Background: an optimization exercise with open tools, aiming at small area, a short achievable clock period and few clock cycles per item. Do not read the settings as production practice.
The RTL was checked by simulation tests, not by an equivalence proof against the original design.
No activity file was given, so power comes from the tool's default toggle rates.

## flow/design.v (module list and top-level ports; edited modules follow where they fit)
// module issbc_ctrl: 163 lines
// module issbc_dp: 129 lines
// module issbc_csa: 560 lines
// module imu_sample_scale_bias_calibrate: 80 lines
module imu_sample_scale_bias_calibrate
(
  input  wire logic             clk,
  input  wire logic             rst_n,
  input  wire logic             cfg_we,
  input  wire logic [1:0]       cfg_index,
  input  wire logic [CNT_W-1:0] cfg_data,
  input  wire logic             in_valid,
  output logic                  in_ready,
  input  wire logic             in_mode,
  input  wire logic [7:0]       in_x_low_byte,
  input  wire logic [7:0]       in_x_high_byte,
  input  wire logic [7:0]       in_y_low_byte,
  input  wire logic [7:0]       in_y_high_byte,
  input  wire logic [7:0]       in_z_low_byte,
  input  wire logic [7:0]       in_z_high_byte,
  output logic                  out_valid,
  input  wire logic             out_ready,
  output logic                  out_source_kind,
  output logic signed [24:0]    out_x_value,
  output logic signed [24:0]    out_y_value,
  output logic signed [24:0]    out_z_value
);
  // ...
==> flow/run.sh <==
#!/bin/bash
# synth_recipe.tcl (not shown) runs the flow's synth.tcl, then flattens the netlist and writes it again
# the make line also repeats each setting of config.mk as NAME=value (left out here)
make -C /OpenROAD-flow-scripts/flow DESIGN_CONFIG=/design/flow/config.mk WORK_HOME=/design/flow/orfs CLKGATE_MAP_FILE= SYNTH_SCRIPT=/design/flow/synth_recipe.tcl finish
==> flow/config.mk <==
export PLATFORM = sky130hd
export DESIGN_NAME = imu_sample_scale_bias_calibrate
export DESIGN_NICKNAME = imu_sample_scale_bias_calibrate
export VERILOG_FILES = /design/flow/design.v
export SDC_FILE = /design/flow/constraint.sdc
export NUM_CORES = 4
export LEC_CHECK = 0
export CAP_MARGIN = 20
export CORE_MARGIN = 2
export CORE_UTILIZATION = 40
export SLEW_MARGIN = 20
==> flow/constraint.sdc <==
create_clock -name core_clock -period 9.0 [get_ports {clk}]
set_input_delay 1.8000 -clock core_clock [delete_from_list [all_inputs] [get_ports {clk}]]
set_output_delay 1.8000 -clock core_clock [all_outputs]
set_load 0.01 [all_outputs]
==> impl_metrics.py, run 1 <==
metrics = {
    "sta": {
        "period_needed_ns": 7.51,
        "fin_worst_skew_ns": 0.0313,
        "setup_viol": 0,
    },
    "global_route": {
        "grt_max_degree": 187,
        "gr-total-overflow": 0,
        "met1_usage": 0.390,
        "grt_antenna_before_repair": 13,
        "use_met3": 0.0472,
    },
    "critical_path": {
        "crit_arrival_ns": 8.18,
        "crit_path_cell_trace": "inv_1 > ha_1 > or3_1 > a311o_1 > a21o_1 > a31o_2 > a21oi_1 > xnor2_2 > buf_4 > mux2_2 > ha_1 > or3_1 > o221a_2 > o21ai_1 > a211oi_1 > or3b_2 > a31oi_1 > xor2_2 > buf_4 > mux2i_1 > o221ai_1 > o211a_1",
        "reg2reg_slack_ns": 1.49,
        "worst-path-stages": 22,
        "critPathCaptureType": "register",
        "crit_start": "u_ctrl.fc_r[7]",
    },
    "detailed_routing": {
        "post-route-drc-count": 0,
        "wl_met1_um": 124000,
        "wl_per_cell_um": 25.7,
    },
    "logic_synthesis": {
        "syn_avg_cell_area_um2": 9.24,
        "syn_nets": 9528,
        "synth_area_um2": 76900,
        "synth_xor_area_frac": 0.0517,
        "synthMuxAreaShare": 0.0470,
    },
    "die": {
        "coreArea_um2": 191000,
    },
    "hold_path": {
        "hold_class": "register to register",
        "holdPathEnd": "u_z.k_r[26]",
    },
    "power": {
        "pg_clk_mw": 4.79,
        "p_leak_nw": 35.0,
        "p_switching_mw": 14.4,
        "power_mw": 30.2,
        "internal_power_mw": 15.8,
    },
    "finish": {
        "regArea_um2": 22400,
        "multi_input_area_um2": 50200,
        "signal_buffers": 268,
        "final_cell_area_um2": 85200,
    },
    "clock_tree": {
        "clock_sinks": 875,
        "post_cts_buffers": 0,
    },
    "run_status": {
        "outcome": "complete, no violations",
    },
}
Testbench counts, summed over its fixed seeds: cycles 2,592, items 2,400.
==> module issbc_ctrl, before the edit <==
module issbc_ctrl
(
  input  wire logic             clk,
  input  wire logic             rst_n,
  input  wire logic             cfg_we,
  input  wire logic [1:0]       cfg_index,
  input  wire logic [CNT_W-1:0] cfg_data,
  input  wire logic             in_valid,
  output logic                  in_ready,
  input  wire logic             in_mode,
  output logic                  out_valid,
  input  wire logic             out_ready,
  output logic                  out_source_kind,
  output logic                  cap,
  output logic                  cap_sk,
  output logic                  cap_pass,
  output logic                  cap_hi,
  output logic [2:0]            cap_k,
  output logic                  sk_ld,
  output logic                  acc,
  output logic                  div_load,
  output logic                  div_step,
  output logic [CNT_W-1:0]      div_n,
  output logic                  g0,
  output logic [2:0]            k0,
  output logic                  y_rnd,
  output logic                  ld1,
  output logic                  g1,
  output logic                  w_p1,
  output logic                  w_p2,
  output logic                  ld_out
);
  typedef enum logic [2:0] {
    S_RUN  = 3'd0,
    S_LOAD = 3'd1,
    S_DIV  = 3'd2,
    S_P1   = 3'd3,
    S_PW1  = 3'd4,
    S_P2   = 3'd5,
    S_PW2  = 3'd6
  } state_t;
  state_t           state_r;
  logic [1:0]       accel_sel_r;
  logic [2:0]       gyro_sel_r;
  logic [CNT_W-1:0] cnt_r;
  logic [CNT_W-1:0] fc_r;
  logic [$clog2(DIV_CYC)-1:0] dc_r;
  logic             skv, sk_mode;
  logic             v0, a0, v1, ov, ok;
  logic [1:0]       ps0, ps1;
  logic             g0_r, g1_r;
  logic [2:0]       k0_r;
  logic [2:0] kg, ka;
  assign kg = (gyro_sel_r > 3'd4) ? 3'd4 : gyro_sel_r;
  assign ka = {1'b0, accel_sel_r};
  logic calib_active, calib_last, adv, s1_free, s0_free, in_fire, take, src_mode, cal, pcap;
  assign calib_active = (fc_r < cnt_r);
  assign calib_last   = ({1'b0, fc_r} + 17'd1) == {1'b0, cnt_r};
  assign adv      = !ov || out_ready;
  assign s1_free  = !v1 || adv;
  assign s0_free  = !v0 || s1_free;
  assign in_ready = (state_r == S_RUN) && !skv;
  assign in_fire  = in_valid && in_ready;
  assign take     = s0_free && (skv || in_fire);
  assign src_mode = skv ? sk_mode : in_mode;
  assign cal      = src_mode && calib_active;
  assign pcap     = ((state_r == S_P1) && !v0 && !v1) || (state_r == S_P2);
  assign cap      = take || pcap;
  assign cap_sk   = skv;
  assign cap_pass = pcap;
  assign cap_hi   = (state_r == S_P2);
  assign cap_k    = (pcap || src_mode) ? kg : ka;
  assign sk_ld    = in_fire && !s0_free;
  assign acc      = a0;
  assign div_load = (state_r == S_LOAD);
  assign div_step = (state_r == S_DIV);
  assign div_n    = fc_r;
  assign g0       = g0_r;
  assign k0       = k0_r;
  assign y_rnd    = (ps0 == 2'd1);
  assign ld1      = (v0 && s1_free) || (ps0 != 2'd0);
  assign g1       = g1_r;
  assign w_p1     = (ps1 == 2'd1);
  assign w_p2     = (ps1 == 2'd2);
  assign ld_out   = v1 && adv;
  assign out_valid       = ov;
  assign out_source_kind = ok;
  always_ff @(posedge clk) begin
    if (!rst_n) begin
      state_r     <= S_RUN;
      accel_sel_r <= 2'd3;
      gyro_sel_r  <= 3'd4;
      cnt_r       <= '0;
      fc_r        <= '0;
      dc_r        <= '0;
      skv         <= 1'b0;
      v0          <= 1'b0;
      a0          <= 1'b0;
      ps0         <= 2'd0;
      v1          <= 1'b0;
      ps1         <= 2'd0;
      ov          <= 1'b0;
    end else begin
      if (cfg_we) begin
        case (cfg_index)
          2'd0: accel_sel_r <= cfg_data[1:0];
          2'd1: begin
            gyro_sel_r <= cfg_data[2:0];
            state_r    <= S_P1;
          end
          2'd2: cnt_r <= cfg_data;
          default: ;
        endcase
      end
      case (state_r)
        S_LOAD: begin
          dc_r    <= '0;
          state_r <= S_DIV;
        end
        S_DIV: begin
          dc_r <= dc_r + 1'b1;
          if (dc_r == DIV_CYC - 1) state_r <= S_P1;
        end
        S_P1:  if (pcap) state_r <= S_PW1;
        S_PW1: state_r <= S_P2;
        S_P2:  state_r <= S_PW2;
        S_PW2: state_r <= S_RUN;
        default: ;
      endcase
      if (sk_ld)     skv <= 1'b1;
      else if (take) skv <= 1'b0;
      if (take) begin
        v0  <= !cal;
        a0  <= cal;
        ps0 <= 2'd0;
        if (cal) begin
          fc_r <= fc_r + 1'b1;
          if (calib_last) state_r <= S_LOAD;
        end
      end else if (pcap) begin
        v0  <= 1'b0;
        a0  <= 1'b0;
        ps0 <= cap_hi ? 2'd2 : 2'd1;
      end else begin
        if (s1_free) v0 <= 1'b0;
        a0  <= 1'b0;
        ps0 <= 2'd0;
      end
      if (s1_free) v1 <= v0;
      ps1 <= ps0;
      if (adv) ov <= v1;
    end
  end
  always_ff @(posedge clk) begin
    if (sk_ld) sk_mode <= in_mode;
    if (cap) begin
      g0_r <= pcap || src_mode;
      k0_r <= cap_k;
    end
    if (ld1)    g1_r <= g0_r;
    if (ld_out) ok   <= g1_r;
  end
endmodule
==> module issbc_dp, before the edit <==
module issbc_dp
(
  input  wire logic                    clk,
  input  wire logic                    rst_n,
  input  wire logic [RAW_W-1:0]        in_raw,
  input  wire logic                    cap,        
  input  wire logic                    cap_sk,     
  input  wire logic                    cap_pass,   
  input  wire logic                    cap_hi,     
  input  wire logic [2:0]              cap_k,      
  input  wire logic                    sk_ld,      
  input  wire logic                    acc,        
  input  wire logic                    div_load,   
  input  wire logic                    div_step,
  input  wire logic [CNT_W-1:0]        div_n,
  input  wire logic                    g0,         
  input  wire logic [2:0]              k0,         
  input  wire logic                    y_rnd,      
  input  wire logic                    ld1,
  input  wire logic                    g1,         
  input  wire logic                    w_p1,       
  input  wire logic                    w_p2,       
  input  wire logic                    ld_out,
  output logic signed [OUT_W-1:0]      out_value
);
  logic [RAW_W-1:0]        sk_raw;
  logic signed [A_W-1:0]   a0;
  logic [AP_W-1:0]         ap0;
  logic signed [SUM_W-1:0] sum_r;
  logic [Q_W-1:0]          q_r;
  logic                    qneg_r;
  logic signed [T_W-1:0]   k_r;
  logic                    z_r;
  logic [T_W-1:0]          s1s, s1c;
  logic signed [OUT_W-1:0] out_r;
  always_ff @(posedge clk) begin
    if (sk_ld) sk_raw <= in_raw;
  end
  logic [16:0]           qpart;
  logic signed [A_W-1:0] a_src;
  always_comb begin
    qpart = cap_hi ? {1'b0, q_r[31:16]} : {1'b0, q_r[15:0]};
    if (cap_pass)    a_src = qneg_r ? $signed(qpart) : -$signed(qpart);
    else if (cap_sk) a_src = {sk_raw[RAW_W-1], sk_raw};
    else             a_src = {in_raw[RAW_W-1], in_raw};
  end
  always_ff @(posedge clk) begin
    if (cap) begin
      a0  <= a_src;
      ap0 <= {{(AP_W-A_W){a_src[A_W-1]}}, a_src} << cap_k;
    end
  end
  logic signed [SUM_W-1:0] sum_nx;
  assign sum_nx = sum_r + SUM_W'(a0);
  always_ff @(posedge clk) begin
    if (!rst_n) sum_r <= '0;
    else if (acc) sum_r <= sum_nx;
  end
  logic [SUM_W-1:0] sabs;
  assign sabs = sum_nx[SUM_W-1] ? SUM_W'(-sum_nx) : SUM_W'(sum_nx);
  logic [CNT_W-1:0] rem   [DIV_R+1];
  logic [Q_W-1:0]   nq    [DIV_R+1];
  logic [CNT_W:0]   trial [DIV_R];
  logic [CNT_W:0]   tdiff [DIV_R];
  always_comb begin
    rem[0] = k_r[CNT_W-1:0];
    nq[0]  = q_r;
    for (int i = 0; i < DIV_R; i++) begin
      trial[i] = {rem[i], nq[i][Q_W-1]};
      tdiff[i] = trial[i] - {1'b0, div_n};
      if (!tdiff[i][CNT_W]) begin
        rem[i+1] = tdiff[i][CNT_W-1:0];
        nq[i+1]  = {nq[i][Q_W-2:0], 1'b1};
      end else begin
        rem[i+1] = trial[i][CNT_W-1:0];
        nq[i+1]  = {nq[i][Q_W-2:0], 1'b0};
      end
    end
  end
  logic [T_W-1:0] y_op, cs_s, cs_c;
  assign y_op = y_rnd ? T_W'(64'd1 << 31) : (g0 ? k_r : '0);
  issbc_csa u_csa (
    .a  (a0),
    .ap (ap0),
    .g  (g0),
    .k  (k0),
    .y  (y_op),
    .s  (cs_s),
    .c  (cs_c)
  );
  always_ff @(posedge clk) begin
    if (ld1) begin
      s1s <= cs_s;
      s1c <= cs_c;
    end
  end
  logic signed [T_W-1:0]   t;
  logic                    tie, ct;
  logic signed [OUT_W-1:0] m, res;
  assign t   = s1s + s1c;
  assign m   = t[T_W-1:16];
  assign tie = (t[15:0] == 16'd0);
  assign ct  = tie && (g1 ? z_r : 1'b1);
  assign res = m - OUT_W'(ct && (m[OUT_W-1] || (m == '0)));
  always_ff @(posedge clk) begin
    if (ld_out) out_r <= res;
  end
  assign out_value = out_r;
  always_ff @(posedge clk) begin
    if (!rst_n) begin
      q_r    <= '0;
      qneg_r <= 1'b0;
      k_r    <= T_W'(64'sd1 << 15);
      z_r    <= 1'b1;
    end else if (div_load) begin
      k_r[CNT_W-1:0] <= sabs[SUM_W-1:16];
      q_r            <= {sabs[15:0], 1'b0, div_n[CNT_W-1:1]};
      qneg_r         <= sum_nx[SUM_W-1];
    end else if (div_step) begin
      k_r[CNT_W-1:0] <= rem[DIV_R];
      q_r            <= nq[DIV_R];
    end else if (w_p1) begin
      k_r <= t >>> 16;
      z_r <= tie;
    end else if (w_p2) begin
      k_r <= t;
    end
  end
endmodule
==> module imu_sample_scale_bias_calibrate, before the edit <==
module imu_sample_scale_bias_calibrate
(
  input  wire logic             clk,
  input  wire logic             rst_n,
  input  wire logic             cfg_we,
  input  wire logic [1:0]       cfg_index,
  input  wire logic [CNT_W-1:0] cfg_data,
  input  wire logic             in_valid,
  output logic                  in_ready,
  input  wire logic             in_mode,
  input  wire logic [7:0]       in_x_low_byte,
  input  wire logic [7:0]       in_x_high_byte,
  input  wire logic [7:0]       in_y_low_byte,
  input  wire logic [7:0]       in_y_high_byte,
  input  wire logic [7:0]       in_z_low_byte,
  input  wire logic [7:0]       in_z_high_byte,
  output logic                  out_valid,
  input  wire logic             out_ready,
  output logic                  out_source_kind,
  output logic signed [24:0]    out_x_value,
  output logic signed [24:0]    out_y_value,
  output logic signed [24:0]    out_z_value
);
  logic             cap, cap_sk, cap_pass, cap_hi, sk_ld, acc, div_load, div_step;
  logic             g0, y_rnd, ld1, g1, w_p1, w_p2, ld_out;
  logic [2:0]       cap_k, k0;
  logic [CNT_W-1:0] div_n;
  issbc_ctrl u_ctrl (
    .clk             (clk),
    .rst_n           (rst_n),
    .cfg_we          (cfg_we),
    .cfg_index       (cfg_index),
    .cfg_data        (cfg_data),
    .in_valid        (in_valid),
    .in_ready        (in_ready),
    .in_mode         (in_mode),
    .out_valid       (out_valid),
    .out_ready       (out_ready),
    .out_source_kind (out_source_kind),
    .cap             (cap),
    .cap_sk          (cap_sk),
    .cap_pass        (cap_pass),
    .cap_hi          (cap_hi),
    .cap_k           (cap_k),
    .sk_ld           (sk_ld),
    .acc             (acc),
    .div_load        (div_load),
    .div_step        (div_step),
    .div_n           (div_n),
    .g0              (g0),
    .k0              (k0),
    .y_rnd           (y_rnd),
    .ld1             (ld1),
    .g1              (g1),
    .w_p1            (w_p1),
    .w_p2            (w_p2),
    .ld_out          (ld_out)
  );
  issbc_dp u_x (
    .clk (clk), .rst_n (rst_n), .in_raw ({in_x_high_byte, in_x_low_byte}),
    .cap (cap), .cap_sk (cap_sk), .cap_pass (cap_pass), .cap_hi (cap_hi), .cap_k (cap_k),
    .sk_ld (sk_ld), .acc (acc), .div_load (div_load), .div_step (div_step), .div_n (div_n),
    .g0 (g0), .k0 (k0), .y_rnd (y_rnd), .ld1 (ld1), .g1 (g1), .w_p1 (w_p1), .w_p2 (w_p2),
    .ld_out (ld_out), .out_value (out_x_value)
  );
  issbc_dp u_y (
    .clk (clk), .rst_n (rst_n), .in_raw ({in_y_high_byte, in_y_low_byte}),
    .cap (cap), .cap_sk (cap_sk), .cap_pass (cap_pass), .cap_hi (cap_hi), .cap_k (cap_k),
    .sk_ld (sk_ld), .acc (acc), .div_load (div_load), .div_step (div_step), .div_n (div_n),
    .g0 (g0), .k0 (k0), .y_rnd (y_rnd), .ld1 (ld1), .g1 (g1), .w_p1 (w_p1), .w_p2 (w_p2),
    .ld_out (ld_out), .out_value (out_y_value)
  );
  issbc_dp u_z (
    .clk (clk), .rst_n (rst_n), .in_raw ({in_z_high_byte, in_z_low_byte}),
    .cap (cap), .cap_sk (cap_sk), .cap_pass (cap_pass), .cap_hi (cap_hi), .cap_k (cap_k),
    .sk_ld (sk_ld), .acc (acc), .div_load (div_load), .div_step (div_step), .div_n (div_n),
    .g0 (g0), .k0 (k0), .y_rnd (y_rnd), .ld1 (ld1), .g1 (g1), .w_p1 (w_p1), .w_p2 (w_p2),
    .ld_out (ld_out), .out_value (out_z_value)
  );
endmodule
==> inputs of run 2 (changes only) <==
--- a/flow/design.v
+++ b/flow/design.v
@@ -3,17 +3,17 @@
   localparam int RAW_W  = 16;
   localparam int A_W    = 17;    
   localparam int AP_W   = 21;    
   localparam int SUM_W  = 32;    
   localparam int Q_W    = 32;    
   localparam int T_W    = 41;    
   localparam int OUT_W  = 25;
   localparam int CNT_W  = 16;
-  localparam int DIV_R    = 2;
+  localparam int DIV_R    = 1;
   localparam int DIV_CYC  = 32 / DIV_R;
 endpackage
 `default_nettype wire
 `default_nettype none
 import issbc_pkg::*;
 module issbc_ctrl
 (
   input  wire logic             clk,
@@ -34,54 +34,66 @@
   output logic [2:0]            cap_k,
   output logic                  sk_ld,
   output logic                  acc,
   output logic                  div_load,
   output logic                  div_step,
   output logic [CNT_W-1:0]      div_n,
   output logic                  g0,
   output logic [2:0]            k0,
+  output logic                  e1_0,
+  output logic                  e2_0,
+  output logic                  q2_0,
+  output logic [16:0]           xv0,
   output logic                  y_rnd,
   output logic                  ld1,
   output logic                  g1,
   output logic                  w_p1,
   output logic                  w_p2,
+  output logic                  ld2,
   output logic                  ld_out
 );
   typedef enum logic [2:0] {
     S_RUN  = 3'd0,
+    S_SUMW = 3'd7,
     S_LOAD = 3'd1,
     S_DIV  = 3'd2,
     S_P1   = 3'd3,
     S_PW1  = 3'd4,
     S_P2   = 3'd5,
     S_PW2  = 3'd6
   } state_t;
-  state_t           state_r;
+  state_t           state_r, state_nx;
   logic [1:0]       accel_sel_r;
   logic [2:0]       gyro_sel_r;
   logic [CNT_W-1:0] cnt_r;
   logic [CNT_W-1:0] fc_r;
   logic [$clog2(DIV_CYC)-1:0] dc_r;
-  logic             skv, sk_mode;
-  logic             v0, a0, v1, ov, ok;
+  logic             rdy_r;
+  logic             skv, skv_nx, sk_mode;
+  logic             v0, a0, v1, v2, ov, ok;
   logic [1:0]       ps0, ps1;
-  logic             g0_r, g1_r;
+  logic             g0_r, g1_r, g2_r;
   logic [2:0]       k0_r;
+  logic             active_r, last_r;
+  logic             e1_r, e2_r, q2_r;
+  logic [16:0]      xv_r;
   logic [2:0] kg, ka;
   assign kg = (gyro_sel_r > 3'd4) ? 3'd4 : gyro_sel_r;
   assign ka = {1'b0, accel_sel_r};
-  logic calib_active, calib_last, adv, s1_free, s0_free, in_fire, take, src_mode, cal, pcap;
-  assign calib_active = (fc_r < cnt_r);
-  assign calib_last   = ({1'b0, fc_r} + 17'd1) == {1'b0, cnt_r};
+  logic calib_active, calib_last, adv, s2_free, s1_free, s0_free, in_fire, take;
+  logic src_mode, cal, pcap;
+  assign calib_active = active_r;
+  assign calib_last   = last_r;
   assign adv      = !ov || out_ready;
-  assign s1_free  = !v1 || adv;
+  assign s2_free  = !v2 || adv;
+  assign s1_free  = !v1 || s2_free;
   assign s0_free  = !v0 || s1_free;
-  assign in_ready = (state_r == S_RUN) && !skv;
-  assign in_fire  = in_valid && in_ready;
+  assign in_ready = rdy_r;
+  assign in_fire  = in_valid && rdy_r;
   assign take     = s0_free && (skv || in_fire);
   assign src_mode = skv ? sk_mode : in_mode;
   assign cal      = src_mode && calib_active;
   assign pcap     = ((state_r == S_P1) && !v0 && !v1) || (state_r == S_P2);
   assign cap      = take || pcap;
   assign cap_sk   = skv;
   assign cap_pass = pcap;
   assign cap_hi   = (state_r == S_P2);
@@ -93,93 +105,121 @@
   assign div_n    = fc_r;
   assign g0       = g0_r;
   assign k0       = k0_r;
   assign y_rnd    = (ps0 == 2'd1);
   assign ld1      = (v0 && s1_free) || (ps0 != 2'd0);
   assign g1       = g1_r;
   assign w_p1     = (ps1 == 2'd1);
   assign w_p2     = (ps1 == 2'd2);
-  assign ld_out   = v1 && adv;
+  assign ld2      = v1 && s2_free;
+  assign ld_out   = v2 && adv;
   assign out_valid       = ov;
   assign out_source_kind = ok;
+  always_comb begin
+    state_nx = state_r;
+    case (state_r)
+      S_SUMW:  state_nx = S_LOAD;
+      S_LOAD:  state_nx = S_DIV;
+      S_DIV:   if (dc_r == DIV_CYC - 1) state_nx = S_P1;
+      S_P1:    if (pcap) state_nx = S_PW1;
+      S_PW1:   state_nx = S_P2;
+      S_P2:    state_nx = S_PW2;
+      S_PW2:   state_nx = S_RUN;
+      default: ;
+    endcase
+    if (take && cal && calib_last) state_nx = S_SUMW;
+    if (cfg_we && (cfg_index == 2'd1)) state_nx = S_P1;
+  end
+  assign skv_nx = sk_ld ? 1'b1 : (take ? 1'b0 : skv);
+  logic [CNT_W-1:0] fc_nx, cnt_nx;
+  assign fc_nx  = (take && cal) ? fc_r + 1'b1 : fc_r;
+  assign cnt_nx = (cfg_we && (cfg_index == 2'd2)) ? cfg_data : cnt_r;
+  logic             e1_c, e2_c, q2_c;
+  logic [16:0]      xv_c;
+  issbc_rowcfg u_rowcfg (
+    .g  (pcap || src_mode),
+    .k  (cap_k),
+    .e1 (e1_c),
+    .e2 (e2_c),
+    .q2 (q2_c),
+    .xv (xv_c)
+  );
+  assign e1_0 = e1_r;
+  assign e2_0 = e2_r;
+  assign q2_0 = q2_r;
+  assign xv0  = xv_r;
   always_ff @(posedge clk) begin
     if (!rst_n) begin
       state_r     <= S_RUN;
+      rdy_r       <= 1'b0;
       accel_sel_r <= 2'd3;
       gyro_sel_r  <= 3'd4;
       cnt_r       <= '0;
       fc_r        <= '0;
       dc_r        <= '0;
       skv         <= 1'b0;
       v0          <= 1'b0;
       a0          <= 1'b0;
       ps0         <= 2'd0;
+      active_r    <= 1'b0;
+      last_r      <= 1'b0;
       v1          <= 1'b0;
       ps1         <= 2'd0;
+      v2          <= 1'b0;
       ov          <= 1'b0;
     end else begin
+      state_r  <= state_nx;
+      active_r <= (fc_nx < cnt_nx);
+      last_r   <= ({1'b0, fc_nx} + 17'd1) == {1'b0, cnt_nx};
+      rdy_r   <= (state_nx == S_RUN) && !skv_nx;
+      skv     <= skv_nx;
       if (cfg_we) begin
         case (cfg_index)
-          2'd0: accel_sel_r <= cfg_data[1:0];
-          2'd1: begin
-            gyro_sel_r <= cfg_data[2:0];
-            state_r    <= S_P1;
-          end
-          2'd2: cnt_r <= cfg_data;
+          2'd0:    accel_sel_r <= cfg_data[1:0];
+          2'd1:    gyro_sel_r  <= cfg_data[2:0];
+          2'd2:    cnt_r       <= cfg_data;
           default: ;
         endcase
       end
-      case (state_r)
-        S_LOAD: begin
-          dc_r    <= '0;
-          state_r <= S_DIV;
-        end
-        S_DIV: begin
-          dc_r <= dc_r + 1'b1;
-          if (dc_r == DIV_CYC - 1) state_r <= S_P1;
-        end
-        S_P1:  if (pcap) state_r <= S_PW1;
-        S_PW1: state_r <= S_P2;
-        S_P2:  state_r <= S_PW2;
-        S_PW2: state_r <= S_RUN;
-        default: ;
-      endcase
-      if (sk_ld)     skv <= 1'b1;
-      else if (take) skv <= 1'b0;
+      if (state_r == S_LOAD)     dc_r <= '0;
+      else if (state_r == S_DIV) dc_r <= dc_r + 1'b1;
       if (take) begin
         v0  <= !cal;
         a0  <= cal;
         ps0 <= 2'd0;
-        if (cal) begin
-          fc_r <= fc_r + 1'b1;
-          if (calib_last) state_r <= S_LOAD;
-        end
+        if (cal) fc_r <= fc_r + 1'b1;
       end else if (pcap) begin
         v0  <= 1'b0;
         a0  <= 1'b0;
         ps0 <= cap_hi ? 2'd2 : 2'd1;
       end else begin
         if (s1_free) v0 <= 1'b0;
         a0  <= 1'b0;
         ps0 <= 2'd0;
       end
       if (s1_free) v1 <= v0;
       ps1 <= ps0;
-      if (adv) ov <= v1;
+      if (s2_free) v2 <= v1;
+      if (adv) ov <= v2;
     end
   end
   always_ff @(posedge clk) begin
     if (sk_ld) sk_mode <= in_mode;
     if (cap) begin
       g0_r <= pcap || src_mode;
       k0_r <= cap_k;
+      e1_r <= e1_c;
+      e2_r <= e2_c;
+      q2_r <= q2_c;
+      xv_r <= xv_c;
     end
     if (ld1)    g1_r <= g0_r;
-    if (ld_out) ok   <= g1_r;
+    if (ld2)    g2_r <= g1_r;
+    if (ld_out) ok   <= g2_r;
   end
 endmodule
 `default_nettype wire
 `default_nettype none
 import issbc_pkg::*;
 module issbc_dp
 (
   input  wire logic                    clk,
@@ -192,21 +232,26 @@
   input  wire logic [2:0]              cap_k,      
   input  wire logic                    sk_ld,      
   input  wire logic                    acc,        
   input  wire logic                    div_load,   
   input  wire logic                    div_step,
   input  wire logic [CNT_W-1:0]        div_n,
   input  wire logic                    g0,         
   input  wire logic [2:0]              k0,         
+  input  wire logic                    e1_0,       
+  input  wire logic                    e2_0,
+  input  wire logic                    q2_0,
+  input  wire logic [16:0]             xv0,
   input  wire logic                    y_rnd,      
   input  wire logic                    ld1,
   input  wire logic                    g1,         
   input  wire logic                    w_p1,       
   input  wire logic                    w_p2,       
+  input  wire logic                    ld2,
   input  wire logic                    ld_out,
   output logic signed [OUT_W-1:0]      out_value
 );
   logic [RAW_W-1:0]        sk_raw;
   logic signed [A_W-1:0]   a0;
   logic [AP_W-1:0]         ap0;
   logic signed [SUM_W-1:0] sum_r;
   logic [Q_W-1:0]          q_r;
@@ -217,34 +262,34 @@
   logic signed [OUT_W-1:0] out_r;
   always_ff @(posedge clk) begin
     if (sk_ld) sk_raw <= in_raw;
   end
   logic [16:0]           qpart;
   logic signed [A_W-1:0] a_src;
   always_comb begin
     qpart = cap_hi ? {1'b0, q_r[31:16]} : {1'b0, q_r[15:0]};
-    if (cap_pass)    a_src = qneg_r ? $signed(qpart) : -$signed(qpart);
+    if (cap_pass)    a_src = qneg_r ? $signed(qpart) : $signed(~qpart);
     else if (cap_sk) a_src = {sk_raw[RAW_W-1], sk_raw};
     else             a_src = {in_raw[RAW_W-1], in_raw};
   end
   always_ff @(posedge clk) begin
     if (cap) begin
       a0  <= a_src;
       ap0 <= {{(AP_W-A_W){a_src[A_W-1]}}, a_src} << cap_k;
     end
   end
   logic signed [SUM_W-1:0] sum_nx;
   assign sum_nx = sum_r + SUM_W'(a0);
   always_ff @(posedge clk) begin
     if (!rst_n) sum_r <= '0;
     else if (acc) sum_r <= sum_nx;
   end
   logic [SUM_W-1:0] sabs;
-  assign sabs = sum_nx[SUM_W-1] ? SUM_W'(-sum_nx) : SUM_W'(sum_nx);
+  assign sabs = sum_r[SUM_W-1] ? SUM_W'(-sum_r) : SUM_W'(sum_r);
   logic [CNT_W-1:0] rem   [DIV_R+1];
   logic [Q_W-1:0]   nq    [DIV_R+1];
   logic [CNT_W:0]   trial [DIV_R];
   logic [CNT_W:0]   tdiff [DIV_R];
   always_comb begin
     rem[0] = k_r[CNT_W-1:0];
     nq[0]  = q_r;
     for (int i = 0; i < DIV_R; i++) begin
@@ -255,96 +300,106 @@
         nq[i+1]  = {nq[i][Q_W-2:0], 1'b1};
       end else begin
         rem[i+1] = trial[i][CNT_W-1:0];
         nq[i+1]  = {nq[i][Q_W-2:0], 1'b0};
       end
     end
   end
   logic [T_W-1:0] y_op, cs_s, cs_c;
-  assign y_op = y_rnd ? T_W'(64'd1 << 31) : (g0 ? k_r : '0);
+  logic [T_W-1:0] y_p1;
+  always_comb begin
+    if (qneg_r) y_p1 = T_W'(64'h80000000);
+    else begin
+      case (k0)
+        3'd0:    y_p1 = T_W'(64'h4dd075d03);
+        3'd1:    y_p1 = T_W'(64'h93a0dba05);
+        3'd2:    y_p1 = T_W'(64'h11f41c740b);
+        3'd3:    y_p1 = T_W'(64'h236838e816);
+        default: y_p1 = T_W'(64'h465071d02c);
+      endcase
+    end
+  end
+  assign y_op = y_rnd ? y_p1 : (g0 ? k_r : '0);
   issbc_csa u_csa (
     .a  (a0),
     .ap (ap0),
     .g  (g0),
-    .k  (k0),
+    .e1 (e1_0),
+    .e2 (e2_0),
+    .q2 (q2_0),
+    .xv (xv0),
     .y  (y_op),
     .s  (cs_s),
     .c  (cs_c)
   );
   always_ff @(posedge clk) begin
     if (ld1) begin
       s1s <= cs_s;
       s1c <= cs_c;
     end
   end
   logic signed [T_W-1:0]   t;
-  logic                    tie, ct;
-  logic signed [OUT_W-1:0] m, res;
+  logic                    tie;
+  logic signed [OUT_W-1:0] m2;
+  logic                    ct2;
   assign t   = s1s + s1c;
-  assign m   = t[T_W-1:16];
-  assign tie = (t[15:0] == 16'd0);
-  assign ct  = tie && (g1 ? z_r : 1'b1);
-  assign res = m - OUT_W'(ct && (m[OUT_W-1] || (m == '0)));
+  assign tie = ((s1s[15:0] ^ s1c[15:0]) == {s1s[14:0] | s1c[14:0], 1'b0});
+  always_ff @(posedge clk) begin
+    if (ld2) begin
+      m2  <= t[T_W-1:16];
+      ct2 <= tie && (g1 ? z_r : 1'b1);
+    end
+  end
+  logic                    dec;
+  logic [OUT_W-1:0]        low_zero;
+  logic signed [OUT_W-1:0] res;
+  assign dec = ct2 && (m2[OUT_W-1] || (m2 == '0));
+  always_comb begin
+    low_zero[0] = 1'b1;
+    for (int i = 1; i < OUT_W; i++) low_zero[i] = low_zero[i-1] && !m2[i-1];
+  end
+  assign res = m2 ^ (low_zero & {OUT_W{dec}});
   always_ff @(posedge clk) begin
     if (ld_out) out_r <= res;
   end
   assign out_value = out_r;
   always_ff @(posedge clk) begin
     if (!rst_n) begin
       q_r    <= '0;
       qneg_r <= 1'b0;
       k_r    <= T_W'(64'sd1 << 15);
       z_r    <= 1'b1;
     end else if (div_load) begin
       k_r[CNT_W-1:0] <= sabs[SUM_W-1:16];
       q_r            <= {sabs[15:0], 1'b0, div_n[CNT_W-1:1]};
-      qneg_r         <= sum_nx[SUM_W-1];
+      qneg_r         <= sum_r[SUM_W-1];
     end else if (div_step) begin
       k_r[CNT_W-1:0] <= rem[DIV_R];
       q_r            <= nq[DIV_R];
     end else if (w_p1) begin
       k_r <= t >>> 16;
       z_r <= tie;
     end else if (w_p2) begin
       k_r <= t;
     end
   end
 endmodule
 module issbc_csa (
   input  wire logic [16:0] a,     
   input  wire logic [20:0] ap,    
   input  wire logic        g,     
-  input  wire logic [2:0]  k,     
+  input  wire logic        e1,    
+  input  wire logic        e2,    
+  input  wire logic        q2,
+  input  wire logic [16:0] xv,    
   input  wire logic [40:0] y,
   output logic [40:0]      s,
   output logic [40:0]      c
 );
-  logic e1, e2, q2;
-  logic [40:0] x;
-  always_comb begin
-    case ({g, k})
-      4'd0: begin {e1, e2, q2} = 3'b000; x = 41'h1ad6fc5a900; end
-      4'd1: begin {e1, e2, q2} = 3'b100; x = 41'h1ad6fc4a901; end
-      4'd2: begin {e1, e2, q2} = 3'b100; x = 41'h1ad6fc4a901; end
-      4'd3: begin {e1, e2, q2} = 3'b110; x = 41'h1ad6fc2a903; end
-      4'd4: begin {e1, e2, q2} = 3'b110; x = 41'h1ad6fc2a903; end
-      4'd5: begin {e1, e2, q2} = 3'b110; x = 41'h1ad6fc2a903; end
-      4'd6: begin {e1, e2, q2} = 3'b110; x = 41'h1ad6fc2a903; end
-      4'd7: begin {e1, e2, q2} = 3'b110; x = 41'h1ad6fc2a903; end
-      4'd8: begin {e1, e2, q2} = 3'b000; x = 41'h1b5cfb02301; end
-      4'd9: begin {e1, e2, q2} = 3'b100; x = 41'h1b5cfaf2302; end
-      4'd10: begin {e1, e2, q2} = 3'b100; x = 41'h1b5cfaf2302; end
-      4'd11: begin {e1, e2, q2} = 3'b010; x = 41'h1b5cfae2303; end
-      4'd12: begin {e1, e2, q2} = 3'b011; x = 41'h1b5cfac2305; end
-      4'd13: begin {e1, e2, q2} = 3'b011; x = 41'h1b5cfac2305; end
-      4'd14: begin {e1, e2, q2} = 3'b011; x = 41'h1b5cfac2305; end
-      4'd15: begin {e1, e2, q2} = 3'b011; x = 41'h1b5cfac2305; end
-    endcase
-  end
   wire w1 = ap[13] ^ ~ap[7];
   wire w2 = ap[13] & ~ap[7];
   wire w3 = ~ap[14] ^ ap[8] ^ ap[3];
   wire w4 = (~ap[14] & ap[8]) | (ap[3] & (~ap[14] ^ ap[8]));
   wire w5 = ap[15] ^ ~ap[9];
   wire w6 = ap[15] & ~ap[9];
   wire w7 = ~ap[16] ^ ap[10] ^ ap[5];
   wire w8 = (~ap[16] & ap[10]) | (ap[5] & (~ap[16] ^ ap[10]));
@@ -381,60 +436,60 @@
   wire w39 = (g ? ~ap[5] : ~ap[3]) ^ (g & ~ap[14]) ^ (e1 & ~a[14]);
   wire w40 = ((g ? ~ap[5] : ~ap[3]) & (g & ~ap[14])) | ((e1 & ~a[14]) & ((g ? ~ap[5] : ~ap[3]) ^ (g & ~ap[14])));
   wire w41 = (e2 & (q2 ? ~a[12] : ~a[13])) ^ y[14];
   wire w42 = (e2 & (q2 ? ~a[12] : ~a[13])) & y[14];
   wire w43 = w1 ^ ~ap[2] ^ (g ? ~ap[6] : ~ap[4]);
   wire w44 = (w1 & ~ap[2]) | ((g ? ~ap[6] : ~ap[4]) & (w1 ^ ~ap[2]));
   wire w45 = (g & ap[0]) ^ (g & ~ap[15]) ^ (e1 & ~a[15]);
   wire w46 = ((g & ap[0]) & (g & ~ap[15])) | ((e1 & ~a[15]) & ((g & ap[0]) ^ (g & ~ap[15])));
-  wire w47 = (e2 & (q2 ? ~a[13] : ~a[14])) ^ x[15] ^ y[15];
-  wire w48 = ((e2 & (q2 ? ~a[13] : ~a[14])) & x[15]) | (y[15] & ((e2 & (q2 ? ~a[13] : ~a[14])) ^ x[15]));
+  wire w47 = (e2 & (q2 ? ~a[13] : ~a[14])) ^ xv[5] ^ y[15];
+  wire w48 = ((e2 & (q2 ? ~a[13] : ~a[14])) & xv[5]) | (y[15] & ((e2 & (q2 ? ~a[13] : ~a[14])) ^ xv[5]));
   wire w49 = ~w3 ^ (g ? ~ap[7] : ~ap[5]) ^ (g ? ap[1] : ~ap[0]);
   wire w50 = (~w3 & (g ? ~ap[7] : ~ap[5])) | ((g ? ap[1] : ~ap[0]) & (~w3 ^ (g ? ~ap[7] : ~ap[5])));
   wire w51 = (g & ~ap[16]) ^ (e1 & a[16]) ^ (e2 & (q2 ? ~a[14] : ~a[15]));
   wire w52 = ((g & ~ap[16]) & (e1 & a[16])) | ((e2 & (q2 ? ~a[14] : ~a[15])) & ((g & ~ap[16]) ^ (e1 & a[16])));
-  wire w53 = x[16] ^ y[16] ^ w2;
-  wire w54 = (x[16] & y[16]) | (w2 & (x[16] ^ y[16]));
+  wire w53 = xv[6] ^ y[16] ^ w2;
+  wire w54 = (xv[6] & y[16]) | (w2 & (xv[6] ^ y[16]));
   wire w55 = w5 ^ ~ap[4] ^ (g ? ~ap[8] : ~ap[6]);
   wire w56 = (w5 & ~ap[4]) | ((g ? ~ap[8] : ~ap[6]) & (w5 ^ ~ap[4]));
   wire w57 = (g ? ap[2] : ~ap[1]) ^ (g & ~ap[17]) ^ (e2 & (q2 ? ~a[15] : a[16]));
   wire w58 = ((g ? ap[2] : ~ap[1]) & (g & ~ap[17])) | ((e2 & (q2 ? ~a[15] : a[16])) & ((g ? ap[2] : ~ap[1]) ^ (g & ~ap[17])));
-  wire w59 = x[17] ^ y[17] ^ ~w4;
-  wire w60 = (x[17] & y[17]) | (~w4 & (x[17] ^ y[17]));
+  wire w59 = xv[7] ^ y[17] ^ ~w4;
+  wire w60 = (xv[7] & y[17]) | (~w4 & (xv[7] ^ y[17]));
   wire w61 = ~w7 ^ (g ? ap[0] : ~ap[0]) ^ (g ? ~ap[9] : ~ap[7]);
   wire w62 = (~w7 & (g ? ap[0] : ~ap[0])) | ((g ? ~ap[9] : ~ap[7]) & (~w7 ^ (g ? ap[0] : ~ap[0])));
   wire w63 = (g ? ap[3] : ~ap[2]) ^ (g & ~ap[18]) ^ (e2 & q2 & a[16]);
   wire w64 = ((g ? ap[3] : ~ap[2]) & (g & ~ap[18])) | ((e2 & q2 & a[16]) & ((g ? ap[3] : ~ap[2]) ^ (g & ~ap[18])));
-  wire w65 = x[18] ^ y[18] ^ w6;
-  wire w66 = (x[18] & y[18]) | (w6 & (x[18] ^ y[18]));
+  wire w65 = xv[8] ^ y[18] ^ w6;
+  wire w66 = (xv[8] & y[18]) | (w6 & (xv[8] ^ y[18]));
   wire w67 = w9 ^ ~ap[6] ^ (g ? ap[1] : ~ap[1]);
   wire w68 = (w9 & ~ap[6]) | ((g ? ap[1] : ~ap[1]) & (w9 ^ ~ap[6]));
   wire w69 = (g ? ~ap[10] : ~ap[8]) ^ (g ? ap[4] : ~ap[3]) ^ (g & ~ap[19]);
   wire w70 = ((g ? ~ap[10] : ~ap[8]) & (g ? ap[4] : ~ap[3])) | ((g & ~ap[19]) & ((g ? ~ap[10] : ~ap[8]) ^ (g ? ap[4] : ~ap[3])));
-  wire w71 = x[19] ^ y[19] ^ ~w8;
-  wire w72 = (x[19] & y[19]) | (~w8 & (x[19] ^ y[19]));
+  wire w71 = xv[9] ^ y[19] ^ ~w8;
+  wire w72 = (xv[9] & y[19]) | (~w8 & (xv[9] ^ y[19]));
   wire w73 = w11 ^ ~ap[7] ^ (g ? ap[2] : ~ap[2]);
   wire w74 = (w11 & ~ap[7]) | ((g ? ap[2] : ~ap[2]) & (w11 ^ ~ap[7]));
   wire w75 = (g ? ~ap[11] : ~ap[9]) ^ (g ? ap[5] : ~ap[4]) ^ (g & ap[20]);
   wire w76 = ((g ? ~ap[11] : ~ap[9]) & (g ? ap[5] : ~ap[4])) | ((g & ap[20]) & ((g ? ~ap[11] : ~ap[9]) ^ (g ? ap[5] : ~ap[4])));
-  wire w77 = x[20] ^ y[20] ^ w10;
-  wire w78 = (x[20] & y[20]) | (w10 & (x[20] ^ y[20]));
+  wire w77 = xv[10] ^ y[20] ^ w10;
+  wire w78 = (xv[10] & y[20]) | (w10 & (xv[10] ^ y[20]));
   wire w79 = ~ap[19] ^ ap[13] ^ ap[8];
   wire w80 = (~ap[19] & ap[13]) | (ap[8] & (~ap[19] ^ ap[13]));
   wire w81 = (g ? ap[3] : ~ap[3]) ^ (g ? ~ap[12] : ~ap[10]) ^ (g ? ap[6] : ~ap[5]);
   wire w82 = ((g ? ap[3] : ~ap[3]) & (g ? ~ap[12] : ~ap[10])) | ((g ? ap[6] : ~ap[5]) & ((g ? ap[3] : ~ap[3]) ^ (g ? ~ap[12] : ~ap[10])));
-  wire w83 = x[21] ^ y[21] ^ w12;
-  wire w84 = (x[21] & y[21]) | (w12 & (x[21] ^ y[21]));
+  wire w83 = xv[11] ^ y[21] ^ w12;
+  wire w84 = (xv[11] & y[21]) | (w12 & (xv[11] ^ y[21]));
   wire w85 = ap[20] ^ ap[14] ^ ap[9];
   wire w86 = (ap[20] & ap[14]) | (ap[9] & (ap[20] ^ ap[14]));
   wire w87 = (g ? ap[4] : ~ap[4]) ^ (g ? ~ap[13] : ~ap[11]) ^ (g ? ap[7] : ~ap[6]);
   wire w88 = ((g ? ap[4] : ~ap[4]) & (g ? ~ap[13] : ~ap[11])) | ((g ? ap[7] : ~ap[6]) & ((g ? ap[4] : ~ap[4]) ^ (g ? ~ap[13] : ~ap[11])));
-  wire w89 = (~g & ap[0]) ^ x[22] ^ y[22];
-  wire w90 = ((~g & ap[0]) & x[22]) | (y[22] & ((~g & ap[0]) ^ x[22]));
+  wire w89 = (~g & ap[0]) ^ xv[12] ^ y[22];
+  wire w90 = ((~g & ap[0]) & xv[12]) | (y[22] & ((~g & ap[0]) ^ xv[12]));
   wire w91 = ap[15] ^ ap[10] ^ ~(g ? ap[5] : ~ap[5]);
   wire w92 = (ap[15] & ap[10]) | (~(g ? ap[5] : ~ap[5]) & (ap[15] ^ ap[10]));
   wire w93 = (g ? ~ap[14] : ~ap[12]) ^ (g ? ap[8] : ~ap[7]) ^ (~g & ap[1]);
   wire w94 = ((g ? ~ap[14] : ~ap[12]) & (g ? ap[8] : ~ap[7])) | ((~g & ap[1]) & ((g ? ~ap[14] : ~ap[12]) ^ (g ? ap[8] : ~ap[7])));
   wire w95 = y[23] ^ 1'b1;
   wire w96 = y[23] & 1'b1;
   wire w97 = ap[16] ^ ap[11] ^ ~(g ? ap[6] : ~ap[6]);
   wire w98 = (ap[16] & ap[11]) | (~(g ? ap[6] : ~ap[6]) & (ap[16] ^ ap[11]));
@@ -477,18 +532,18 @@
   wire w135 = (g ? ap[16] : ~ap[15]) ^ (~g & ap[9]);
   wire w136 = (g ? ap[16] : ~ap[15]) & (~g & ap[9]);
   wire w137 = ~ap[19] ^ (g ? ap[14] : ~ap[14]) ^ (g ? ap[17] : ~ap[16]);
   wire w138 = (~ap[19] & (g ? ap[14] : ~ap[14])) | ((g ? ap[17] : ~ap[16]) & (~ap[19] ^ (g ? ap[14] : ~ap[14])));
   wire w139 = (g & ~ap[1]) ^ (e1 & ~a[1]);
   wire w140 = (g & ~ap[1]) & (e1 & ~a[1]);
   wire w141 = ap[0] ^ (g & ~ap[2]) ^ (e1 & ~a[2]);
   wire w142 = (ap[0] & (g & ~ap[2])) | ((e1 & ~a[2]) & (ap[0] ^ (g & ~ap[2])));
-  wire w143 = (e2 & (q2 ? ~a[0] : ~a[1])) ^ x[2];
-  wire w144 = (e2 & (q2 ? ~a[0] : ~a[1])) & x[2];
+  wire w143 = (e2 & (q2 ? ~a[0] : ~a[1])) ^ xv[2];
+  wire w144 = (e2 & (q2 ? ~a[0] : ~a[1])) & xv[2];
   wire w145 = ap[1] ^ (g & ~ap[3]) ^ (e1 & ~a[3]);
   wire w146 = (ap[1] & (g & ~ap[3])) | ((e1 & ~a[3]) & (ap[1] ^ (g & ~ap[3])));
   wire w147 = (e2 & (q2 ? ~a[1] : ~a[2])) ^ y[3];
   wire w148 = (e2 & (q2 ? ~a[1] : ~a[2])) & y[3];
   wire w149 = ap[2] ^ (g & ~ap[4]) ^ (e1 & ~a[4]);
   wire w150 = (ap[2] & (g & ~ap[4])) | ((e1 & ~a[4]) & (ap[2] ^ (g & ~ap[4])));
   wire w151 = (e2 & (q2 ? ~a[2] : ~a[3])) ^ y[4];
   wire w152 = (e2 & (q2 ? ~a[2] : ~a[3])) & y[4];
@@ -505,24 +560,24 @@
   wire w163 = (e2 & (q2 ? ~a[5] : ~a[6])) ^ y[7];
   wire w164 = (e2 & (q2 ? ~a[5] : ~a[6])) & y[7];
   wire w165 = w13 ^ (g & ~ap[8]) ^ (e1 & ~a[8]);
   wire w166 = (w13 & (g & ~ap[8])) | ((e1 & ~a[8]) & (w13 ^ (g & ~ap[8])));
   wire w167 = (e2 & (q2 ? ~a[6] : ~a[7])) ^ y[8] ^ 1'b1;
   wire w168 = ((e2 & (q2 ? ~a[6] : ~a[7])) & y[8]) | (1'b1 & ((e2 & (q2 ? ~a[6] : ~a[7])) ^ y[8]));
   wire w169 = w15 ^ w17 ^ (e2 & (q2 ? ~a[7] : ~a[8]));
   wire w170 = (w15 & w17) | ((e2 & (q2 ? ~a[7] : ~a[8])) & (w15 ^ w17));
-  wire w171 = x[9] ^ y[9] ^ w14;
-  wire w172 = (x[9] & y[9]) | (w14 & (x[9] ^ y[9]));
+  wire w171 = xv[3] ^ y[9] ^ w14;
+  wire w172 = (xv[3] & y[9]) | (w14 & (xv[3] ^ y[9]));
   wire w173 = w19 ^ w21 ^ (e2 & (q2 ? ~a[8] : ~a[9]));
   wire w174 = (w19 & w21) | ((e2 & (q2 ? ~a[8] : ~a[9])) & (w19 ^ w21));
   wire w175 = y[10] ^ w16 ^ w18;
   wire w176 = (y[10] & w16) | (w18 & (y[10] ^ w16));
-  wire w177 = w23 ^ w25 ^ x[11];
-  wire w178 = (w23 & w25) | (x[11] & (w23 ^ w25));
+  wire w177 = w23 ^ w25 ^ xv[4];
+  wire w178 = (w23 & w25) | (xv[4] & (w23 ^ w25));
   wire w179 = y[11] ^ w20 ^ w22;
   wire w180 = (y[11] & w20) | (w22 & (y[11] ^ w20));
   wire w181 = w27 ^ w29 ^ (e2 & (q2 ? ~a[10] : ~a[11]));
   wire w182 = (w27 & w29) | ((e2 & (q2 ? ~a[10] : ~a[11])) & (w27 ^ w29));
   wire w183 = y[12] ^ w24 ^ w26;
   wire w184 = (y[12] & w24) | (w26 & (y[12] ^ w24));
   wire w185 = ~w31 ^ w33 ^ w35;
   wire w186 = (~w31 & w33) | (w35 & (~w31 ^ w33));
@@ -583,54 +638,54 @@
   wire w241 = ~w115 ^ w117 ^ w119;
   wire w242 = (~w115 & w117) | (w119 & (~w115 ^ w117));
   wire w243 = ~w110 ^ w112 ^ w114;
   wire w244 = (~w110 & w112) | (w114 & (~w110 ^ w112));
   wire w245 = w121 ^ w123 ^ y[28];
   wire w246 = (w121 & w123) | (y[28] & (w121 ^ w123));
   wire w247 = ~w116 ^ w118 ^ w120;
   wire w248 = (~w116 & w118) | (w120 & (~w116 ^ w118));
-  wire w249 = w125 ^ w127 ^ x[29];
-  wire w250 = (w125 & w127) | (x[29] & (w125 ^ w127));
+  wire w249 = w125 ^ w127 ^ xv[13];
+  wire w250 = (w125 & w127) | (xv[13] & (w125 ^ w127));
   wire w251 = y[29] ^ w122 ^ w124;
   wire w252 = (y[29] & w122) | (w124 & (y[29] ^ w122));
   wire w253 = w129 ^ w131 ^ y[30];
   wire w254 = (w129 & w131) | (y[30] & (w129 ^ w131));
   wire w255 = 1'b1 ^ w126 ^ w128;
   wire w256 = (1'b1 & w126) | (w128 & (1'b1 ^ w126));
-  wire w257 = w133 ^ w135 ^ x[31];
-  wire w258 = (w133 & w135) | (x[31] & (w133 ^ w135));
+  wire w257 = w133 ^ w135 ^ xv[14];
+  wire w258 = (w133 & w135) | (xv[14] & (w133 ^ w135));
   wire w259 = y[31] ^ w130 ^ w132;
   wire w260 = (y[31] & w130) | (w132 & (y[31] ^ w130));
   wire w261 = w137 ^ (~g & ap[10]) ^ y[32];
   wire w262 = (w137 & (~g & ap[10])) | (y[32] & (w137 ^ (~g & ap[10])));
   wire w263 = 1'b1 ^ w134 ^ w136;
   wire w264 = (1'b1 & w134) | (w136 & (1'b1 ^ w134));
   wire w265 = ap[20] ^ (g ? ap[15] : ~ap[15]) ^ (g ? ap[18] : ~ap[17]);
   wire w266 = (ap[20] & (g ? ap[15] : ~ap[15])) | ((g ? ap[18] : ~ap[17]) & (ap[20] ^ (g ? ap[15] : ~ap[15])));
   wire w267 = (~g & ap[11]) ^ y[33] ^ w138;
   wire w268 = ((~g & ap[11]) & y[33]) | (w138 & ((~g & ap[11]) ^ y[33]));
   wire w269 = (g ? ap[16] : ~ap[16]) ^ (g ? ap[19] : ~ap[18]) ^ (~g & ap[12]);
   wire w270 = ((g ? ap[16] : ~ap[16]) & (g ? ap[19] : ~ap[18])) | ((~g & ap[12]) & ((g ? ap[16] : ~ap[16]) ^ (g ? ap[19] : ~ap[18])));
   wire w271 = y[34] ^ 1'b1;
   wire w272 = y[34] & 1'b1;
   wire w273 = (g ? ap[17] : ~ap[17]) ^ (g ? ~ap[20] : ~ap[19]) ^ (~g & ap[13]);
   wire w274 = ((g ? ap[17] : ~ap[17]) & (g ? ~ap[20] : ~ap[19])) | ((~g & ap[13]) & ((g ? ap[17] : ~ap[17]) ^ (g ? ~ap[20] : ~ap[19])));
-  wire w275 = x[35] ^ y[35];
-  wire w276 = x[35] & y[35];
+  wire w275 = xv[15] ^ y[35];
+  wire w276 = xv[15] & y[35];
   wire w277 = (g ? ap[18] : ~ap[18]) ^ (~g & ap[20]) ^ (~g & ap[14]);
   wire w278 = ((g ? ap[18] : ~ap[18]) & (~g & ap[20])) | ((~g & ap[14]) & ((g ? ap[18] : ~ap[18]) ^ (~g & ap[20])));
-  wire w279 = x[36] ^ y[36];
-  wire w280 = x[36] & y[36];
+  wire w279 = xv[16] ^ y[36];
+  wire w280 = xv[16] & y[36];
   wire w281 = (g ? ap[19] : ~ap[19]) ^ (~g & ap[15]) ^ y[37];
   wire w282 = ((g ? ap[19] : ~ap[19]) & (~g & ap[15])) | (y[37] & ((g ? ap[19] : ~ap[19]) ^ (~g & ap[15])));
   wire w283 = (g & ~ap[0]) ^ (e1 & ~a[0]);
   wire w284 = (g & ~ap[0]) & (e1 & ~a[0]);
-  wire w285 = w139 ^ (e2 & ~q2 & ~a[0]) ^ x[1];
-  wire w286 = (w139 & (e2 & ~q2 & ~a[0])) | (x[1] & (w139 ^ (e2 & ~q2 & ~a[0])));
+  wire w285 = w139 ^ (e2 & ~q2 & ~a[0]) ^ xv[1];
+  wire w286 = (w139 & (e2 & ~q2 & ~a[0])) | (xv[1] & (w139 ^ (e2 & ~q2 & ~a[0])));
   wire w287 = w141 ^ w143 ^ y[2];
   wire w288 = (w141 & w143) | (y[2] & (w141 ^ w143));
   wire w289 = w145 ^ w147 ^ w142;
   wire w290 = (w145 & w147) | (w142 & (w145 ^ w147));
   wire w291 = w149 ^ w151 ^ w146;
   wire w292 = (w149 & w151) | (w146 & (w149 ^ w151));
   wire w293 = w153 ^ w155 ^ w150;
   wire w294 = (w153 & w155) | (w150 & (w153 ^ w155));
@@ -699,18 +754,18 @@
   wire w357 = w281 ^ 1'b1 ^ w278;
   wire w358 = (w281 & 1'b1) | (w278 & (w281 ^ 1'b1));
   wire w359 = (g ? ~ap[20] : ap[20]) ^ (~g & ap[16]) ^ y[38];
   wire w360 = ((g ? ~ap[20] : ap[20]) & (~g & ap[16])) | (y[38] & ((g ? ~ap[20] : ap[20]) ^ (~g & ap[16])));
   wire w361 = (~g & ap[17]) ^ y[39];
   wire w362 = (~g & ap[17]) & y[39];
   wire w363 = (~g & ap[18]) ^ y[40];
   wire w364 = (~g & ap[18]) & y[40];
-  wire w365 = w283 ^ x[0];
-  wire w366 = w283 & x[0];
+  wire w365 = w283 ^ xv[0];
+  wire w366 = w283 & xv[0];
   wire w367 = w285 ^ y[1] ^ w284;
   wire w368 = (w285 & y[1]) | (w284 & (w285 ^ y[1]));
   wire w369 = w287 ^ w140 ^ w286;
   wire w370 = (w287 & w140) | (w286 & (w287 ^ w140));
   wire w371 = w289 ^ w144 ^ w288;
   wire w372 = (w289 & w144) | (w288 & (w289 ^ w144));
   wire w373 = w291 ^ w148 ^ w290;
   wire w374 = (w291 & w148) | (w290 & (w291 ^ w148));
@@ -864,16 +919,45 @@
   assign c[37] = w438;
   assign s[38] = w441;
   assign c[38] = w440;
   assign s[39] = w443;
   assign c[39] = w442;
   assign s[40] = w445;
   assign c[40] = w444;
 endmodule
+module issbc_rowcfg (
+  input  wire logic        g,
+  input  wire logic [2:0]  k,
+  output logic             e1,
+  output logic             e2,
+  output logic             q2,
+  output logic [16:0]      xv
+);
+  always_comb begin
+    case ({g, k})
+      4'd0: begin {e1, e2, q2} = 3'b000; xv = 17'hb170; end
+      4'd1: begin {e1, e2, q2} = 3'b100; xv = 17'hb131; end
+      4'd2: begin {e1, e2, q2} = 3'b100; xv = 17'hb131; end
+      4'd3: begin {e1, e2, q2} = 3'b110; xv = 17'hb0b3; end
+      4'd4: begin {e1, e2, q2} = 3'b110; xv = 17'hb0b3; end
+      4'd5: begin {e1, e2, q2} = 3'b110; xv = 17'hb0b3; end
+      4'd6: begin {e1, e2, q2} = 3'b110; xv = 17'hb0b3; end
+      4'd7: begin {e1, e2, q2} = 3'b110; xv = 17'hb0b3; end
+      4'd8: begin {e1, e2, q2} = 3'b000; xv = 17'h14c09; end
+      4'd9: begin {e1, e2, q2} = 3'b100; xv = 17'h14bca; end
+      4'd10: begin {e1, e2, q2} = 3'b100; xv = 17'h14bca; end
+      4'd11: begin {e1, e2, q2} = 3'b010; xv = 17'h14b8b; end
+      4'd12: begin {e1, e2, q2} = 3'b011; xv = 17'h14b0d; end
+      4'd13: begin {e1, e2, q2} = 3'b011; xv = 17'h14b0d; end
+      4'd14: begin {e1, e2, q2} = 3'b011; xv = 17'h14b0d; end
+      4'd15: begin {e1, e2, q2} = 3'b011; xv = 17'h14b0d; end
+    endcase
+  end
+endmodule
 `default_nettype wire
 `default_nettype none
 import issbc_pkg::*;
 module imu_sample_scale_bias_calibrate
 (
   input  wire logic             clk,
   input  wire logic             rst_n,
   input  wire logic             cfg_we,
@@ -891,18 +975,20 @@
   output logic                  out_valid,
   input  wire logic             out_ready,
   output logic                  out_source_kind,
   output logic signed [24:0]    out_x_value,
   output logic signed [24:0]    out_y_value,
   output logic signed [24:0]    out_z_value
 );
   logic             cap, cap_sk, cap_pass, cap_hi, sk_ld, acc, div_load, div_step;
-  logic             g0, y_rnd, ld1, g1, w_p1, w_p2, ld_out;
+  logic             g0, y_rnd, ld1, g1, w_p1, w_p2, ld2, ld_out;
   logic [2:0]       cap_k, k0;
+  logic             e1_0, e2_0, q2_0;
+  logic [16:0]      xv0;
   logic [CNT_W-1:0] div_n;
   issbc_ctrl u_ctrl (
     .clk             (clk),
     .rst_n           (rst_n),
     .cfg_we          (cfg_we),
     .cfg_index       (cfg_index),
     .cfg_data        (cfg_data),
     .in_valid        (in_valid),
@@ -918,38 +1004,43 @@
     .cap_k           (cap_k),
     .sk_ld           (sk_ld),
     .acc             (acc),
     .div_load        (div_load),
     .div_step        (div_step),
     .div_n           (div_n),
     .g0              (g0),
     .k0              (k0),
+    .e1_0            (e1_0),
+    .e2_0            (e2_0),
+    .q2_0            (q2_0),
+    .xv0             (xv0),
     .y_rnd           (y_rnd),
     .ld1             (ld1),
     .g1              (g1),
     .w_p1            (w_p1),
     .w_p2            (w_p2),
+    .ld2             (ld2),
     .ld_out          (ld_out)
   );
   issbc_dp u_x (
     .clk (clk), .rst_n (rst_n), .in_raw ({in_x_high_byte, in_x_low_byte}),
     .cap (cap), .cap_sk (cap_sk), .cap_pass (cap_pass), .cap_hi (cap_hi), .cap_k (cap_k),
     .sk_ld (sk_ld), .acc (acc), .div_load (div_load), .div_step (div_step), .div_n (div_n),
-    .g0 (g0), .k0 (k0), .y_rnd (y_rnd), .ld1 (ld1), .g1 (g1), .w_p1 (w_p1), .w_p2 (w_p2),
-    .ld_out (ld_out), .out_value (out_x_value)
+    .g0 (g0), .k0 (k0), .e1_0 (e1_0), .e2_0 (e2_0), .q2_0 (q2_0), .xv0 (xv0), .y_rnd (y_rnd), .ld1 (ld1), .g1 (g1), .w_p1 (w_p1), .w_p2 (w_p2),
+    .ld2 (ld2), .ld_out (ld_out), .out_value (out_x_value)
   );
   issbc_dp u_y (
     .clk (clk), .rst_n (rst_n), .in_raw ({in_y_high_byte, in_y_low_byte}),
     .cap (cap), .cap_sk (cap_sk), .cap_pass (cap_pass), .cap_hi (cap_hi), .cap_k (cap_k),
     .sk_ld (sk_ld), .acc (acc), .div_load (div_load), .div_step (div_step), .div_n (div_n),
-    .g0 (g0), .k0 (k0), .y_rnd (y_rnd), .ld1 (ld1), .g1 (g1), .w_p1 (w_p1), .w_p2 (w_p2),
-    .ld_out (ld_out), .out_value (out_y_value)
+    .g0 (g0), .k0 (k0), .e1_0 (e1_0), .e2_0 (e2_0), .q2_0 (q2_0), .xv0 (xv0), .y_rnd (y_rnd), .ld1 (ld1), .g1 (g1), .w_p1 (w_p1), .w_p2 (w_p2),
+    .ld2 (ld2), .ld_out (ld_out), .out_value (out_y_value)
   );
   issbc_dp u_z (
     .clk (clk), .rst_n (rst_n), .in_raw ({in_z_high_byte, in_z_low_byte}),
     .cap (cap), .cap_sk (cap_sk), .cap_pass (cap_pass), .cap_hi (cap_hi), .cap_k (cap_k),
     .sk_ld (sk_ld), .acc (acc), .div_load (div_load), .div_step (div_step), .div_n (div_n),
-    .g0 (g0), .k0 (k0), .y_rnd (y_rnd), .ld1 (ld1), .g1 (g1), .w_p1 (w_p1), .w_p2 (w_p2),
-    .ld_out (ld_out), .out_value (out_z_value)
+    .g0 (g0), .k0 (k0), .e1_0 (e1_0), .e2_0 (e2_0), .q2_0 (q2_0), .xv0 (xv0), .y_rnd (y_rnd), .ld1 (ld1), .g1 (g1), .w_p1 (w_p1), .w_p2 (w_p2),
+    .ld2 (ld2), .ld_out (ld_out), .out_value (out_z_value)
   );
 endmodule
 `default_nettype wire
--- a/flow/config.mk
+++ b/flow/config.mk
@@ -3,9 +3,10 @@
 export DESIGN_NICKNAME = imu_sample_scale_bias_calibrate
 export VERILOG_FILES = /design/flow/design.v
 export SDC_FILE = /design/flow/constraint.sdc
 export NUM_CORES = 4
 export LEC_CHECK = 0
 export CAP_MARGIN = 20
 export CORE_MARGIN = 2
 export CORE_UTILIZATION = 40
+export SETUP_SLACK_MARGIN = 5
 export SLEW_MARGIN = 20
==> impl_metrics.py, run 2 <==
metrics = {
    "logic_synthesis": {
        "syn_nets": 8793,
        "synthTopCellsByCount": "960 x inv_1, 579 x edfxtp_1, 561 x fa_1",
        "synth_seq_cells": 958,
        "synth_cells": 7602,
        "synth_most_common_cell": "inv_1",
        "synth.distinct_cells": 94,
        "yosysSeqAreaShare": 0.335,
        "yosysTopAreaCell": "edfxtp_1",
        "synth_ff_type": "edfxtp_1",
        "synth.area.top_cells": "edfxtp_1 23%, fa_1 15%, dfxtp_1 10%, ha_1 9.4%, inv_1 4.8%",
        "synth_area_um2": 74600,
        "synth_warnings": 7,
        "synth_edf_count": 579,
        "synth_top_cell_area_share": 0.233,
        "async_flop_share": 0,
        "syn_avg_cell_area_um2": 9.82,
    },
    "power": {
        "internal_power_mw": 10.2,
        "power_density_nw_per_um2": 185,
        "combPwrFrac": 0.349,
        "p_seq_frac": 0.340,
        "p_switching_mw": 5.66,
        "switching_share": 0.357,
        "p_leak_nw": 35.2,
        "peakVddDrop_mv": 0.167,
        "power_mw": 15.9,
        "clock_power_share": 0.311,
    },
    "detailed_routing": {
        "ant_nets": 0,
        "drt_wl_total_um": 265000,
        "post-route-drc-count": 0,
        "vias_per_cell": 5.76,
        "first_pass_iters": 6,
        "wl_per_cell_um": 25.7,
        "first_iter_violations": 6113,
        "vias": 59300,
    },
    "global_route": {
        "grt_pass1_vias": 57400,
        "grt_use_total": 0.270,
        "grt_pass1_wl_um": 384000,
        "grt_max_degree": 130,
        "grt_antenna_before_repair": 11,
        "gr-total-overflow": 0,
    },
    "sta": {
        "drv_slew": 0,
        "worstMarginPinSlew_ns": 1.26,
        "hold_viol_final": 0,
        "finalCritPeriodShare": 0.446,
        "fin_worst_skew_ns": 0.0489,
        "slew_headroom": 0.155,
        "clock.fmax_mhz": 249,
        "rsz0062_at_grt": "yes",
        "setup_viol": 0,
        "fin_tns_setup_ns": 0,
        "period_needed_ns": 4.01,
    },
    "die": {
        "initial_core_util": 0.402,
        "chipWidth_um": 436,
        "die_area_um2": 190000,
        "ios": 150,
        "row_count": 158,
        "die_h_um": 436,
        "coreArea_um2": 185000,
    },
    "critical_path": {
        "critPathLaunchType": "input pin",
        "critical_path_class": "input pin to register",
        "crit_fanout": 3,
        "worst_path_largest_cell_delay_ns": 0.50,
        "cp_num_buf_inv": 1,
        "worst_ep_required_time_ns": 9.72,
        "cp_slowest_cell": "clkdlybuf4s50_1",
        "crit_path_frequent_cell": "o21a_1",
        "crit_path_cell_trace": "clkdlybuf4s50_1 > nand3b_1 > mux2i_1 > ha_1 > nor2b_1 > o21a_1 > o21a_1 > o21a_1 > o21a_1 > o21ai_2 > a21oi_1 > nor3_1 > o21bai_1 > a21o_1 > a31oi_1",
        "reg2regPathDepth": 10,
        "cp_top_family": "compound AO/OA/AOI/OAI gates",
        "critPathCaptureType": "register",
        "worst-path-stages": 15,
        "crit_arrival_ns": 4.73,
    },
    "placed_design": {
        "io_buffers": 149,
        "dp_hpwl_um": 198000,
        "routabilityCongestion": 0.977,
    },
    "finish": {
        "diodes": 0,
        "final_nets": 8903,
        "final_common_cell": "inv_1",
        "fin_util": 0.462,
        "drive_above_1_share": 0.116,
        "syn_to_final_growth_pct": 14.9,
        "most-common-layout-cells": "899 x inv_1, 579 x edfxtp_1, 549 x nand2_1",
    },
    "clock_tree": {
        "clk_pin_slew_worst_paths_ns": 0.06,
        "h-tree-depth": 3,
        "cts_root_buf": "clkbuf_16",
        "clkLatencyLatePin_ns": 0.80,
        "cts_tree": "done",
        "cts_buffer_depth": 3,
        "hold_buffers": 0,
        "numCtsBuffers": 115,
        "clock_sinks": 958,
    },
    "job": {
        "max_cap_viol_count": 0,
    },
    "run_status": {
        "outcome": "complete, no violations",
    },
    "hold_path": {
        "hold_class": "register to register",
        "hold-path-cell-count": 0,
    },
}
-- run 2: final timing paths --
kind | start | to | slack [ns]
max | cfg_index[0] | u_ctrl.active_r | 4.99
min | u_ctrl.g2_r | u_ctrl.ok | 0.46
max reg2reg | u_ctrl.ps0[1] | u_y.s1s[18] | 5.04
min reg2reg | u_ctrl.g2_r | u_ctrl.ok | 0.46
-- run 2: stage by stage --
step / area [um2] / hold slack [ns] / setup slack [ns] / cells
after floorplan: 75700 / 0.400 / 2.56 / 7602
after global placement: 79800 / 0.446 / 2.91 / 9990
after detailed placement: 79900 / 0.452 / 2.90 / 9990
after CTS: 84700 / 0.461 / 4.74 / 10200
after global routing: 85700 / 0.468 / 4.80 / 10300
final: 85700 / 0.456 / 4.99 / 10300
-- run 2: final cells by class --
type	instances	area, um2
inverters	965	3680
well taps	2480	3100
clock inverters	73	820
flip-flops and latches	958	25000
multi-input cells	5350	46700
repair inverters	1	8.76
clock buffers	147	3150
fillers	17400	99700
repair buffers	321	3240
-- run 2: logic make-up after synthesis --
group	count (synthesis)	share of synthesized area
AO/OA/AOI/OAI	1807	0.158
XOR/XNOR	444	0.0521
adder cells (fa/ha/maj)	1119	0.244
buffers and inverters	1296	0.0654
flip-flops	958	0.335
multiplexers	294	0.0405
AND/OR/NAND/NOR	1684	0.106
-- run 2: per-layer routing --
metal | up-vias | global-route usage | wire (um)
met1 | 29500 | 0.370 | 112000
li1 | 26700 | - | -
met5 | - | 0 | 99
met3 | 565 | 0.0517 | 22700
met4 | 14 | 0.124 | 14100
met2 | 2573 | 0.411 | 116000
-- run 2: what timing repair did --
action                                  CTS  global route
pin swaps                                 9            19
cloned                                    6             5
endpoints found under the setup margin  398           213
setup buffers                            32            42
gates resized for setup                 106           110
-- run 2: power by group through the flow --
stage	Clock, mW	Combinational, mW	Sequential [mW]
final	4.94	5.53	5.40
after global routing	5.20	6.09	5.40
after CTS	5.03	5.35	5.39
after detailed placement	0	5.26	5.49
after global placement	0	5.18	5.49
after floorplan	0	3.45	5.38
Testbench counts of run 2, summed over its fixed seeds: cycles 2,736, items 2,400.

## what the ideal ports hide
The flow's constraints put no driver on any port. The routed layouts listed below were extracted and timed again, unchanged, in two steps.
Step 1, drivers: a clkbuf_16 drives clk and a buf_2 each remaining input, both assumed.
Step 2 also shifts input and output timing later by t, the mid clock arrival at the registers, as if the neighbouring blocks saw the same clock.
Three values: ideal ports, drivers, drivers and shift; two values: the first two.
run	t (ns)	setup slack, ns
run 1	0.860	1.486 / 1.486 / 1.486
run 2	0.857	4.987 / 5.044 / 4.186
After both steps every run listed still meets setup and hold.
